Background: an optimization exercise with open tools, aiming at small area and a short achievable clock period. Do not read the settings as production practice. The RTL was checked by simulation tests, not by an equivalence proof against the original design. Power figures rest on the tool's default switching activity, not on a simulated workload.

$ cat design.v
package tetris_board_pkg;
    localparam int BOARD_COLS = 10;
    localparam int BOARD_ROWS = 22;
    localparam int ROW_IDX_W  = 5;
    localparam logic [ROW_IDX_W-1:0] TOP_ROW = ROW_IDX_W'(BOARD_ROWS - 1);
    localparam int SPAWN_TOP = 21;
    localparam int SPAWN_LOW = 20;
    typedef logic [BOARD_COLS-1:0] row_t;
    typedef logic [BOARD_ROWS*BOARD_COLS-1:0] board_t;
endpackage
package tetris_game_pkg;
    typedef enum logic [1:0] {
        SPAWN = 2'd0,
        FALL  = 2'd1,
        LOCK  = 2'd2,
        CLEAR = 2'd3
    } state_t;
    localparam logic [7:0] KEY_LEFT  = 8'h04;
    localparam logic [7:0] KEY_RIGHT = 8'h07;
    localparam logic [2:0] LFSR_SEED = 3'b001;
    localparam logic [69:0] PIECE_TOP = {
        10'h020, 10'h008, 10'h018, 10'h030, 10'h038, 10'h030, 10'h078
    };
    localparam logic [69:0] PIECE_LOW = {
        10'h038, 10'h038, 10'h030, 10'h018, 10'h010, 10'h030, 10'h000
    };
    localparam int SCORE_W = 16;
    localparam logic [SCORE_W-1:0] SCORE_PER_ROW  = SCORE_W'(10);
    localparam logic [SCORE_W-1:0] ROWS_PER_CLEAR = SCORE_W'(1);
endpackage
`timescale 1ns/1ps
module piece_source (
    input  logic                   Clk,
    input  logic                   reset,
    input  logic                   step,
    output tetris_board_pkg::row_t spawn_top,
    output tetris_board_pkg::row_t spawn_low
);
    logic [2:0] lfsr;
    logic       feedback;
    logic [2:0] shape_idx;
    assign feedback = lfsr[2] ^ lfsr[1];
    always_ff @(posedge Clk) begin
        if (reset) begin
            lfsr <= tetris_game_pkg::LFSR_SEED;
        end else if (step) begin
            lfsr <= {lfsr[1:0], feedback};
        end
    end
    assign shape_idx = lfsr - 3'd1;
    assign spawn_top = tetris_game_pkg::PIECE_TOP[shape_idx*10 +: 10];
    assign spawn_low = tetris_game_pkg::PIECE_LOW[shape_idx*10 +: 10];
endmodule
`timescale 1ns/1ps
module falling_piece (
    input  logic                     Clk,
    input  logic                     reset,
    input  logic                     step,
    input  tetris_game_pkg::state_t  state,
    input  logic [7:0]               keycode,
    input  tetris_board_pkg::row_t   spawn_top,
    input  tetris_board_pkg::row_t   spawn_low,
    input  tetris_board_pkg::board_t settled_rows,
    output tetris_board_pkg::board_t falling_rows,
    output logic                     landed,
    output logic                     spawn_blocked
);
    localparam int ROWS = tetris_board_pkg::BOARD_ROWS;
    localparam int COLS = tetris_board_pkg::BOARD_COLS;
    tetris_board_pkg::board_t moved;
    tetris_board_pkg::board_t layer_d;
    logic [ROWS-1:0] left_blk;
    logic [ROWS-1:0] right_blk;
    logic [ROWS-1:0] row_used;
    logic [ROWS-1:0] rest_on;
    logic left_ok;
    logic right_ok;
    logic go_left;
    logic go_right;
    logic layer_empty;
    for (genvar r = 0; r < ROWS; r++) begin : g_row
        assign left_blk[r]  = falling_rows[r*COLS] ||
                              ((falling_rows[r*COLS +: COLS] >> 1) & settled_rows[r*COLS +: COLS]) != '0;
        assign right_blk[r] = falling_rows[r*COLS + COLS-1] ||
                              ((falling_rows[r*COLS +: COLS] << 1) & settled_rows[r*COLS +: COLS]) != '0;
        assign row_used[r]  = falling_rows[r*COLS +: COLS] != '0;
        assign moved[r*COLS +: COLS] = go_left  ? (falling_rows[r*COLS +: COLS] >> 1) :
                                   go_right ? (falling_rows[r*COLS +: COLS] << 1) :
                                              falling_rows[r*COLS +: COLS];
    end
    assign left_ok     = left_blk == '0;
    assign right_ok    = right_blk == '0;
    assign layer_empty = row_used == '0;
    assign go_left  = (state == tetris_game_pkg::FALL) &&
                      (keycode == tetris_game_pkg::KEY_LEFT) && left_ok;
    assign go_right = (state == tetris_game_pkg::FALL) &&
                      (keycode == tetris_game_pkg::KEY_RIGHT) && right_ok;
    assign rest_on[0] = moved[0 +: COLS] != '0;
    for (genvar r = 1; r < ROWS; r++) begin : g_rest
        assign rest_on[r] = (moved[r*COLS +: COLS] & settled_rows[(r-1)*COLS +: COLS]) != '0;
    end
    assign landed = rest_on != '0;
    assign spawn_blocked =
        ((spawn_top & settled_rows[tetris_board_pkg::SPAWN_TOP*COLS +: COLS]) != '0) ||
        ((spawn_low & settled_rows[tetris_board_pkg::SPAWN_LOW*COLS +: COLS]) != '0);
    tetris_board_pkg::board_t spawned;
    tetris_board_pkg::board_t dropped;
    always_comb begin
        spawned = '0;
        spawned[tetris_board_pkg::SPAWN_TOP*COLS +: COLS] = spawn_top;
        spawned[tetris_board_pkg::SPAWN_LOW*COLS +: COLS] = spawn_low;
    end
    assign dropped = {{COLS{1'b0}}, moved[ROWS*COLS-1:COLS]};
    always_comb begin
        case (state)
            tetris_game_pkg::SPAWN: begin
                layer_d = layer_empty ? spawned : falling_rows;
            end
            tetris_game_pkg::FALL: begin
                layer_d = landed ? moved : dropped;
            end
            tetris_game_pkg::LOCK: begin
                layer_d = '0;
            end
            default: begin
                layer_d = falling_rows;
            end
        endcase
    end
    always_ff @(posedge Clk) begin
        if (reset) begin
            falling_rows <= '0;
        end else if (step) begin
            falling_rows <= layer_d;
        end
    end
endmodule
`timescale 1ns/1ps
module playfield (
    input  logic                                Clk,
    input  logic                                reset,
    input  logic                                step,
    input  tetris_game_pkg::state_t             state,
    input  tetris_board_pkg::board_t            falling_rows,
    input  logic [tetris_board_pkg::ROW_IDX_W-1:0] view_row,
    output tetris_board_pkg::board_t            settled_rows,
    output logic                                full_found,
    output tetris_board_pkg::row_t              view_data
);
    localparam int ROWS = tetris_board_pkg::BOARD_ROWS;
    localparam int COLS = tetris_board_pkg::BOARD_COLS;
    logic [ROWS-1:0] is_full;
    logic [ROWS-1:0] shift_down;
    tetris_board_pkg::board_t locked;
    tetris_board_pkg::board_t cleared;
    tetris_board_pkg::board_t settled_d;
    for (genvar r = 0; r < ROWS; r++) begin : g_full
        assign is_full[r] = &settled_rows[r*COLS +: COLS];
        if (r == 0) begin : g_first
            assign shift_down[r] = is_full[r];
        end else begin : g_next
            assign shift_down[r] = shift_down[r-1] | is_full[r];
        end
    end
    assign full_found = shift_down[ROWS-1];
    for (genvar r = 0; r < ROWS; r++) begin : g_next_row
        assign locked[r*COLS +: COLS] = settled_rows[r*COLS +: COLS] | falling_rows[r*COLS +: COLS];
        if (r < ROWS - 1) begin : g_below
            assign cleared[r*COLS +: COLS] = shift_down[r] ? settled_rows[(r+1)*COLS +: COLS] : settled_rows[r*COLS +: COLS];
        end else begin : g_top
            assign cleared[r*COLS +: COLS] = shift_down[r] ? '0 : settled_rows[r*COLS +: COLS];
        end
    end
    always_comb begin
        case (state)
            tetris_game_pkg::LOCK:  settled_d = locked;
            tetris_game_pkg::CLEAR: settled_d = cleared;
            default:                settled_d = settled_rows;
        endcase
    end
    always_ff @(posedge Clk) begin
        if (reset) begin
            settled_rows <= '0;
        end else if (step) begin
            settled_rows <= settled_d;
        end
    end
    always_comb begin
        if (view_row <= tetris_board_pkg::TOP_ROW) begin
            view_data = settled_rows[view_row*COLS +: COLS] | falling_rows[view_row*COLS +: COLS];
        end else begin
            view_data = '0;
        end
    end
endmodule
`timescale 1ns/1ps
module game_sequencer (
    input  logic                                Clk,
    input  logic                                reset,
    input  logic                                step,
    input  logic                                landed,
    input  logic                                spawn_blocked,
    input  logic                                full_found,
    output tetris_game_pkg::state_t             state,
    output logic [tetris_game_pkg::SCORE_W-1:0] score,
    output logic [tetris_game_pkg::SCORE_W-1:0] rows_cleared,
    output logic                                game_over
);
    always_ff @(posedge Clk) begin
        if (reset) begin
            state        <= tetris_game_pkg::SPAWN;
            score        <= '0;
            rows_cleared <= '0;
            game_over    <= 1'b0;
        end else if (step && !game_over) begin
            case (state)
                tetris_game_pkg::SPAWN: begin
                    if (spawn_blocked) begin
                        game_over <= 1'b1;
                    end else begin
                        state <= tetris_game_pkg::FALL;
                    end
                end
                tetris_game_pkg::FALL: begin
                    if (landed) begin
                        state <= tetris_game_pkg::LOCK;
                    end
                end
                tetris_game_pkg::LOCK: begin
                    state <= tetris_game_pkg::CLEAR;
                end
                tetris_game_pkg::CLEAR: begin
                    if (full_found) begin
                        rows_cleared <= rows_cleared + tetris_game_pkg::ROWS_PER_CLEAR;
                        score        <= score + tetris_game_pkg::SCORE_PER_ROW;
                    end else begin
                        state <= tetris_game_pkg::SPAWN;
                    end
                end
                default: begin
                    state <= tetris_game_pkg::SPAWN;
                end
            endcase
        end
    end
endmodule
`timescale 1ns/1ps
module tetris_top (
    input  logic                                   Clk,
    input  logic                                   reset,
    input  logic                                   step,
    input  logic [7:0]                             keycode,
    input  logic [tetris_board_pkg::ROW_IDX_W-1:0] view_row,
    output tetris_board_pkg::row_t                 view_data,
    output logic [tetris_game_pkg::SCORE_W-1:0]    score,
    output logic [tetris_game_pkg::SCORE_W-1:0]    rows_cleared,
    output logic                                   game_over
);
    tetris_game_pkg::state_t state;
    tetris_board_pkg::row_t  spawn_top;
    tetris_board_pkg::row_t  spawn_low;
    tetris_board_pkg::board_t  settled_rows;
    tetris_board_pkg::board_t  falling_rows;
    logic landed;
    logic spawn_blocked;
    logic full_found;
    game_sequencer u_sequencer (
        .Clk(Clk), .reset(reset), .step(step),
        .landed(landed), .spawn_blocked(spawn_blocked), .full_found(full_found),
        .state(state), .score(score), .rows_cleared(rows_cleared), .game_over(game_over)
    );
    piece_source u_source (
        .Clk(Clk), .reset(reset), .step(step),
        .spawn_top(spawn_top), .spawn_low(spawn_low)
    );
    falling_piece u_falling (
        .Clk(Clk), .reset(reset), .step(step), .state(state), .keycode(keycode),
        .spawn_top(spawn_top), .spawn_low(spawn_low),
        .settled_rows(settled_rows), .falling_rows(falling_rows),
        .landed(landed), .spawn_blocked(spawn_blocked)
    );
    playfield u_playfield (
        .Clk(Clk), .reset(reset), .step(step), .state(state),
        .falling_rows(falling_rows), .view_row(view_row),
        .settled_rows(settled_rows), .full_found(full_found), .view_data(view_data)
    );
endmodule
$ cat run.sh
#!/bin/bash
# synth_recipe.tcl (not shown) runs the flow's synth.tcl, then flattens the netlist and writes it again
# the make line also repeats each setting of config.mk as NAME=value (left out here)
make -C /OpenROAD-flow-scripts/flow DESIGN_CONFIG=/design/flow/config.mk WORK_HOME=/design/flow/orfs CLKGATE_MAP_FILE= SYNTH_SCRIPT=/design/flow/synth_recipe.tcl finish
$ cat config.mk
export PLATFORM = sky130hd
export DESIGN_NAME = tetris_top
export DESIGN_NICKNAME = tetris_top
export VERILOG_FILES = /design/flow/design.v
export SDC_FILE = /design/flow/constraint.sdc
export NUM_CORES = 4
export LEC_CHECK = 0
export CAP_MARGIN = 20
export CORE_MARGIN = 2
export CORE_UTILIZATION = 25
export SLEW_MARGIN = 20
$ cat constraint.sdc
create_clock -name core_clock -period 8.0 [get_ports {Clk}]
set_input_delay 1.6000 -clock core_clock [delete_from_list [all_inputs] [get_ports {Clk}]]
set_output_delay 1.6000 -clock core_clock [all_outputs]
set_load 0.01 [all_outputs]
==> flow_summary.ini <==
[synth]
synth_top_area_share_pct = 29.74
syn_inst = 4289
synth_most_common_cell = nor2_1
yosys_warnings = 4
async_reset_ff_share_pct = 0
syn_area_per_cell_um2 = 7.486
syn_nets = 4314
synth-edff-count = 0
synth.top_cells.by_count = nor2_1, dfxtp_1, clkbuf_1
seq_area_frac_synth_pct = 29.74
synth_seq_cells = 477
ys.flop_type = dfxtp_1
synth_top_area_cell = dfxtp_1
syn-cell-area_mm2 = 0.03211
synth.distinct_cells = 75
ys_top_cells_by_area = dfxtp_1, mux2i_1, nor2_1

[sta]
finalMaxSlewViolations = 0
holdWs_ns = 0.4878
finalSetupViolCount = 0
fmax_ghz = 0.1343
worstMarginPinSlew_ns = 1.380
finalHoldViolCount = 0
setup_total_negative_slack_ns = 0
slew_headroom_pct = 7.934
final.min_clock_period_ns = 7.446
fin_worst_skew_ns = 0.02544
min_period_over_period_pct = 93.07
rsz0062_at_grt = false

[worst_setup_path]
crit_slowest_cell = nor4_1
r2r-end = u_falling.falling_rows[121]$_SDFFE_PP0P_
r2r_slack_ns = 0.55
path_buf_inv = 9
crit_family = simple AND/OR/NAND/NOR gates
cp-start-kind = register
arrival_ns = 8.07
r2r_start = u_falling.falling_rows[190]$_SDFFE_PP0P_
reg2reg_depth = 23
path_class = reg -> reg
critical_path.cell_chain = or4_1 -> nor4_1 -> buf_4 -> nand4_1 -> buf_4 -> or4_1 -> or4_4 -> buf_12 -> buf_12 -> buf_4 -> o21ai_0 -> a31oi_1 -> buf_4 -> nor4_1 -> nand4_1 -> buf_4 -> nor4_2 -> nand4_2 -> nor2_4 -> buf_12 -> buf_12 -> mux2_2 -> o22ai_1
cp.required_ns = 8.62
crit_top_cell = buf_4
cp_slowest_stage_delay_ns = 0.65
crit_path_end_kind = register
cp_max_fo = 33

[clock_tree]
cts_setup_buffers = 0
h-tree-depth = 3
clk_pin_slew_ns = 0.06
cts_resized = 0
hold_buffers = 0
cts_max_path_buffers = 3
cts_sinks = 477
cts_root_buf = clkbuf_16
clkLatencyLatePin_ns = 0.72
cts_buffers = 67
cts_tree = done

[layout]
design_area_mm2 = 0.04060
fillers = 13706
final_nets = 4632
syn_to_final_growth_pct = 26.43
drive_gt1_share_pct = 18.26
stdcell_count = 6353

[placed_design]
place_hpwl_mm = 254.8
place_area_mm2 = 0.03822
port_buffers = 57
dp_cells = 6198
place_congestion = 1.132

[power_and_ir_drop]
finalPower_mw = 7.006
ir_worst_vdd_mv = 0.1470
power_frac_seq_pct = 35.7
p_int_mw = 4.601
pwr-share-clk_pct = 46.2
p_per_area_mw_per_mm2 = 172.6
power_frac_comb_pct = 18.1
power_switching_mw = 2.405
leakage_nw = 15.97
switching_share_pct = 34.33

[worst_hold_path]
min_path_type = reg -> reg
holdPathEnd = u_falling.falling_rows[142]$_SDFFE_PP0P_
min_from = u_falling.falling_rows[142]$_SDFFE_PP0P_
whs_path_depth = 1

[routing]
vias_per_cell = 6.754
vias = 42908
drt_iter0_drc = 8212
ant_nets = 0
wl_per_cell_um = 50.73
drc = 0
dr.pass1.iters = 9
drt-total-wl_mm = 322.3

[global_route]
grt_util_all_layers_pct = 47.42
antenna_found_initial = 77
grt_start_max_net_pins = 90
grt_pass1_wl_mm = 408.7
grt_pass1_vias = 37832
grt_overflow = 0

[job]
maxCapViolCount = 0

[floorplan]
rows = 131
start_util_pct = 25.18
die_h_um = 362.4
dieArea_mm2 = 0.1313
pin_count = 59
die_w_um = 362.4
core-area_mm2 = 0.1275

[status]
status = no timing/DRC/antenna violations
## layout make-up
| class | count | area [µm²] | area share (%) |
|---|---|---|---|
| clock inverters | 30 | 367.9 | 0.9061 |
| repair buffers | 721 | 6037 | 14.87 |
| well taps | 1662 | 2079 | 5.122 |
| multi-input cells | 3242 | 20210 | 49.77 |
| clock buffers | 92 | 1912 | 4.709 |
| diodes | 31 | 77.57 | 0.1911 |
| inverters | 98 | 367.9 | 0.9061 |
| flip-flops and latches | 477 | 9550 | 23.52 |
## cell usage in the layout, fill, tap and decap left out, types with 12 or more instances in the layout
master	count
buf_4	626
nor2_1	589
dfxtp_1	476
mux2i_1	336
nand2_1	298
a21oi_1	272
o22ai_1	264
o21a_1	168
o21ai_0	145
nor3_1	135
o21ai_1	122
a22oi_1	116
a22o_1	109
inv_1	97
nand4_1	96
a211oi_1	71
clkbuf_16	68
a221oi_1	65
nor4_1	56
a31oi_1	55
clkdlybuf4s50_1	53
buf_12	39
nand2b_1	37
nand3_1	35
diode_2	31
mux2_2	30
a21o_1	18
xnor2_1	15
clkbuf_8	13
o31ai_1	12
xor2_1	12
clkbuf_1	12
## power groups by stage
stage | logic [mW] | registers [mW] | clock network [mW]
detailed placement | 1.19 | 2.54 | 0
finish | 1.27 | 2.50 | 3.24
global route | 1.26 | 2.49 | 3.32
CTS | 1.20 | 2.49 | 3.24
global placement | 1.19 | 2.54 | 0
floorplan | 0.616 | 2.47 | 0
## metal layers
| layer | vias up | track usage [%] | part of all wire, % |
|---|---|---|---|
| met2 | 3984 | 64.93 | 38 |
| met4 | 40 | 34.42 | 9.3 |
| met5 | - | 0.5919 | 0.084 |
| met3 | 1085 | 17.65 | 13 |
| li1 | 16535 | - | - |
| met1 | 21264 | 60.22 | 39 |
## how the worst max path moves through the flow
stage / start / depth (start not counted) / slack [ns] / to
after floorplan: keycode[3] / 19 / 2.26 / u_falling.falling_rows[67]$_SDFFE_PP0P_
after global placement: keycode[3] / 23 / -1.09 / u_falling.falling_rows[131]$_SDFFE_PP0P_
after detailed placement: keycode[3] / 24 / -0.04 / u_falling.falling_rows[121]$_SDFFE_PP0P_
after CTS: keycode[3] / 24 / 0.71 / u_falling.falling_rows[121]$_SDFFE_PP0P_
after global routing: keycode[3] / 24 / 0.36 / u_falling.falling_rows[121]$_SDFFE_PP0P_
final: u_falling.falling_rows[190]$_SDFFE_PP0P_ / 23 / 0.55 / u_falling.falling_rows[121]$_SDFFE_PP0P_
## through the flow
stage | setup WS, ns | utilization, %
floorplan | 2.259 | -
global placement | -1.090 | 29.93
detailed placement | -0.03664 | 29.97
CTS | 0.7122 | 31.76
global route | 0.3563 | 31.78
finish | 0.5543 | 31.84
## registers in the layout, indices dropped and copies added, names as in the netlist
| register | cells |
|---|---|
| u_falling.falling_rows | 220 |
| u_source.lfsr | 3 |
| u_playfield.settled_rows | 220 |
| u_sequencer.score | 15 |
| u_sequencer.game_over | 1 |
| u_sequencer.state | 2 |
| u_sequencer.rows_cleared | 16 |
## cell families after synthesis
| logic type | share of synthesized area (%) |
|---|---|
| and+or+nand+nor | 18.66 |
| adders and majority gates | 0.4131 |
| DFF | 29.74 |
| muxes | 12.09 |
| buffers and inverters | 7.770 |
| xor gates and xnor gates | 0.7365 |
| other | 0.01168 |
| AOI/OAI and AO/OA | 30.58 |

-- separate check: timing with driven ports --
The flow's constraints put no driver on any port. The routed layout listed below was extracted and timed again, unchanged, in two steps. Step 1 assumes that a clkbuf_16 drives the clock port and a buf_2 every other input. Step 2 moves the port delays by t, midway between the first and last clock arrival at a register: inputs arrive t later, outputs are due t later. That takes back most of the time a late clock gives input paths. a / b / c = no drivers / after step 1 / after step 2; a / b = the first two.
t (ns): 0.780
slack for setup (ns): 0.554 / 0.554 / -0.120
worst setup path at the end: input to register
cell pins on the clock port's net: 1
With both steps, setup timing fails in this run, where it was met with ideal ports. For this run, drivers alone change the setup slack by 0.000 ns; drivers and shift together by -0.674 ns.
